This design comes from an exercise in tuning for small area on the open sky130 flow, not from production work.
The RTL was checked by simulation tests, not by an equivalence proof against the original design.
Power figures rest on the tool's default switching activity, not on a simulated workload.

## subsys_main
module subsys_main
#(
  parameter int GPIO_W      = 32,
  parameter int SYNC_STAGES = 2
) (
  input  logic              hfclk,
  input  logic              reset,
  input  logic              inspect_mode,
  input  logic              inspect_por_rst,
  input  logic              inspect_32k_clk,
  input  logic              inspect_jtag_clk,
  input  logic              aon_wdg_irq_a,
  input  logic              aon_rtc_irq_a,
  input  logic              aon_rtc_toggle_a,
  input  logic              tm_stop,
  input  logic              icb_cmd_valid,
  output logic              icb_cmd_ready,
  input  logic [ADDR_W-1:0] icb_cmd_addr,
  input  logic              icb_cmd_read,
  input  logic [XLEN-1:0]   icb_cmd_wdata,
  output logic              icb_rsp_valid,
  input  logic              icb_rsp_ready,
  output logic              icb_rsp_err,
  output logic [XLEN-1:0]   icb_rsp_rdata,
  input  logic [GPIO_W-1:0] gpio_a_i_ival,
  output logic [GPIO_W-1:0] gpio_a_o_oval,
  output logic [GPIO_W-1:0] gpio_a_o_oe,
  output logic              ext_irq,
  output logic              sft_irq,
  output logic              tmr_irq
);
For scale: roughly 350 flip-flops, roughly 210 I/O pins, roughly 14000 µm² of cells after synthesis.
clock: 5.0 ns
lec_check: 0
cap_margin: 20
core_margin: 2
core_utilization: 60
slew_margin: 20
standard.sh (not shown) runs the stock make flow with config.mk's settings and CLKGATE_MAP_FILE= SYNTH_SCRIPT=/design/flow/synth_recipe.tcl, a recipe that flattens the netlist after the stock synthesis.
==> flow/flow/run.sh <==
#!/bin/bash
# The standard layout (standard.sh) with these changes:
#  - port buffers use the smallest buffer cell (sky130_fd_sc_hd__buf_1)
#  - the clock tree uses clkbuf_16 with larger sink clusters and no dummy loads
# Floorplan, power grid, tap cells, placement and routing are the standard ones.
set -euo pipefail
WORK=$(pwd)
export OWN_ABC_SCRIPT="$WORK/flow/abc_area.script"
bash standard.sh \
  "SYNTH_SCRIPT=$WORK/flow/synth.tcl" \
  "BUFFER_PORTS_ARGS=-buffer_cell sky130_fd_sc_hd__buf_1" \
  "CTS_ARGS=-sink_clustering_enable -repair_clock_nets -dont_use_dummy_load -buf_list sky130_fd_sc_hd__clkbuf_16 -sink_clustering_size 25 -sink_clustering_max_diameter 60" \
  finish > "$WORK/standard_flow.log" 2>&1
==> flow/flow/abc_area.script <==
&get -n
&st
&dch
&nf -R 1000 -p
&st
&syn2
&if -g -K 6
&synch2
&nf -R 1000 -p
&st
&syn2
&if -g -K 6
&synch2
&nf -R 1000 -p
&st
&dch
&nf -R 1000 -p -a
&put
topo
stime -c
==> flow/flow/synth.tcl <==
proc synth {args} { yosys synth -nofsm -noshare {*}$args }
proc abc {args} {
  set i [lsearch $args -script]
  lset args [expr {$i + 1}] $::env(OWN_ABC_SCRIPT)
  yosys abc {*}$args
}
source $::env(SCRIPTS_DIR)/synth.tcl
# left out here: clear keep_hierarchy, flatten, clean up, hide names made inside functions, write 1_2_yosys.v
The first run finished with timing, DRC and antenna clean.
Then changed:
==> flow/flow/run.sh (replaced) <==
#!/bin/bash
# The standard layout (standard.sh) with these changes:
#  - port buffers use the smallest buffer cell (sky130_fd_sc_hd__buf_1)
#  - the clock tree uses clkbuf_16 leaf buffers (clkbuf_8 above them) with larger
#    sink clusters and no dummy loads
# Floorplan, power grid, tap cells, placement and routing are the standard ones.
set -euo pipefail
WORK=$(pwd)
export OWN_ABC_SCRIPT="$WORK/flow/abc_area.script"
bash standard.sh \
  "SYNTH_SCRIPT=$WORK/flow/synth.tcl" \
  "BUFFER_PORTS_ARGS=-buffer_cell sky130_fd_sc_hd__buf_1" \
  "CTS_ARGS=-sink_clustering_enable -repair_clock_nets -dont_use_dummy_load -buf_list sky130_fd_sc_hd__clkbuf_16 -root_buf sky130_fd_sc_hd__clkbuf_8 -sink_clustering_size 24 -sink_clustering_max_diameter 100" \
  finish > "$WORK/standard_flow.log" 2>&1
==> flow/flow/abc_area.script (replaced) <==
&get -n
&st
&dch
&nf -R 1000 -p
&st
&syn4
&if -g -K 6
&synch2
&nf -R 1000 -p
&st
&syn4
&if -g -K 6
&synch2
&nf -R 1000 -p
&st
&syn4
&dch
&nf -R 1000 -p -a
&put
topo
stime -c
What happened:
- cell area goes down by 3.5%
- via count goes down by 6.6%
- clock-buffer cell count goes down by 9
- clock power goes down by 23%
- cell count goes down by 6.9%
Then changed:
==> flow/flow/run.sh (replaced) <==
#!/bin/bash
# The standard layout (standard.sh) with these changes:
#  - port buffers use the smallest buffer cell (sky130_fd_sc_hd__buf_1)
#  - the clock tree uses clkbuf_16 leaf buffers (clkbuf_4 above them) with larger
#    sink clusters and no dummy loads
# Floorplan, power grid, tap cells, placement and routing are the standard ones.
set -euo pipefail
WORK=$(pwd)
export OWN_ABC_SCRIPT="$WORK/flow/abc_area.script"
bash standard.sh \
  "SYNTH_SCRIPT=$WORK/flow/synth.tcl" \
  "BUFFER_PORTS_ARGS=-buffer_cell sky130_fd_sc_hd__buf_1" \
  "CTS_ARGS=-sink_clustering_enable -repair_clock_nets -dont_use_dummy_load -buf_list sky130_fd_sc_hd__clkbuf_16 -root_buf sky130_fd_sc_hd__clkbuf_4 -sink_clustering_size 24 -sink_clustering_max_diameter 100" \
  finish > "$WORK/standard_flow.log" 2>&1
=>
- The changed run went through all stages and came out clean
- area after synthesis stays the same
- register-to-register slack gets better by 40 ps
- wire length hardly moves
- cell area barely changes
- setup slack gets worse by 73 ps
- total power goes down by 0.59%
- via count goes up by about 0.56%
- global-route usage stays flat
- utilization goes up by 0.17 points

## separate check: timing with driven ports
The flow's constraints put no driver on any port. The routed layouts listed below were extracted and timed again, unchanged, in two steps.
Step 1 (the two cells are an assumption about what drives the block):
set clk [get_ports {hfclk}]
set_driving_cell -lib_cell sky130_fd_sc_hd__clkbuf_16 $clk
set_driving_cell -lib_cell sky130_fd_sc_hd__buf_2 [delete_from_list [all_inputs] $clk]
Step 2 adds t to the input delays and takes it off the output delays; t is the mean of the earliest and latest rising clock arrival at the registers after step 1. Input paths then give back, and output paths get back, about the clock's delay inside the block.
a / b / c = ideal / step 1 / step 2; a / b = the first two.
run | t (ns) | slack for setup (ns) | worst register clock-pin slew, ns
the first run | 0.591 | 0.265 / 0.213 / 0.444 | 0.10 / 0.10
the second run | 0.637 | 0.219 / 0.171 / 0.418 | 0.10 / 0.10
the third run | 0.802 | 0.146 / 0.100 / 0.454 | 0.11 / 0.11
After both steps every run listed still meets setup and hold.
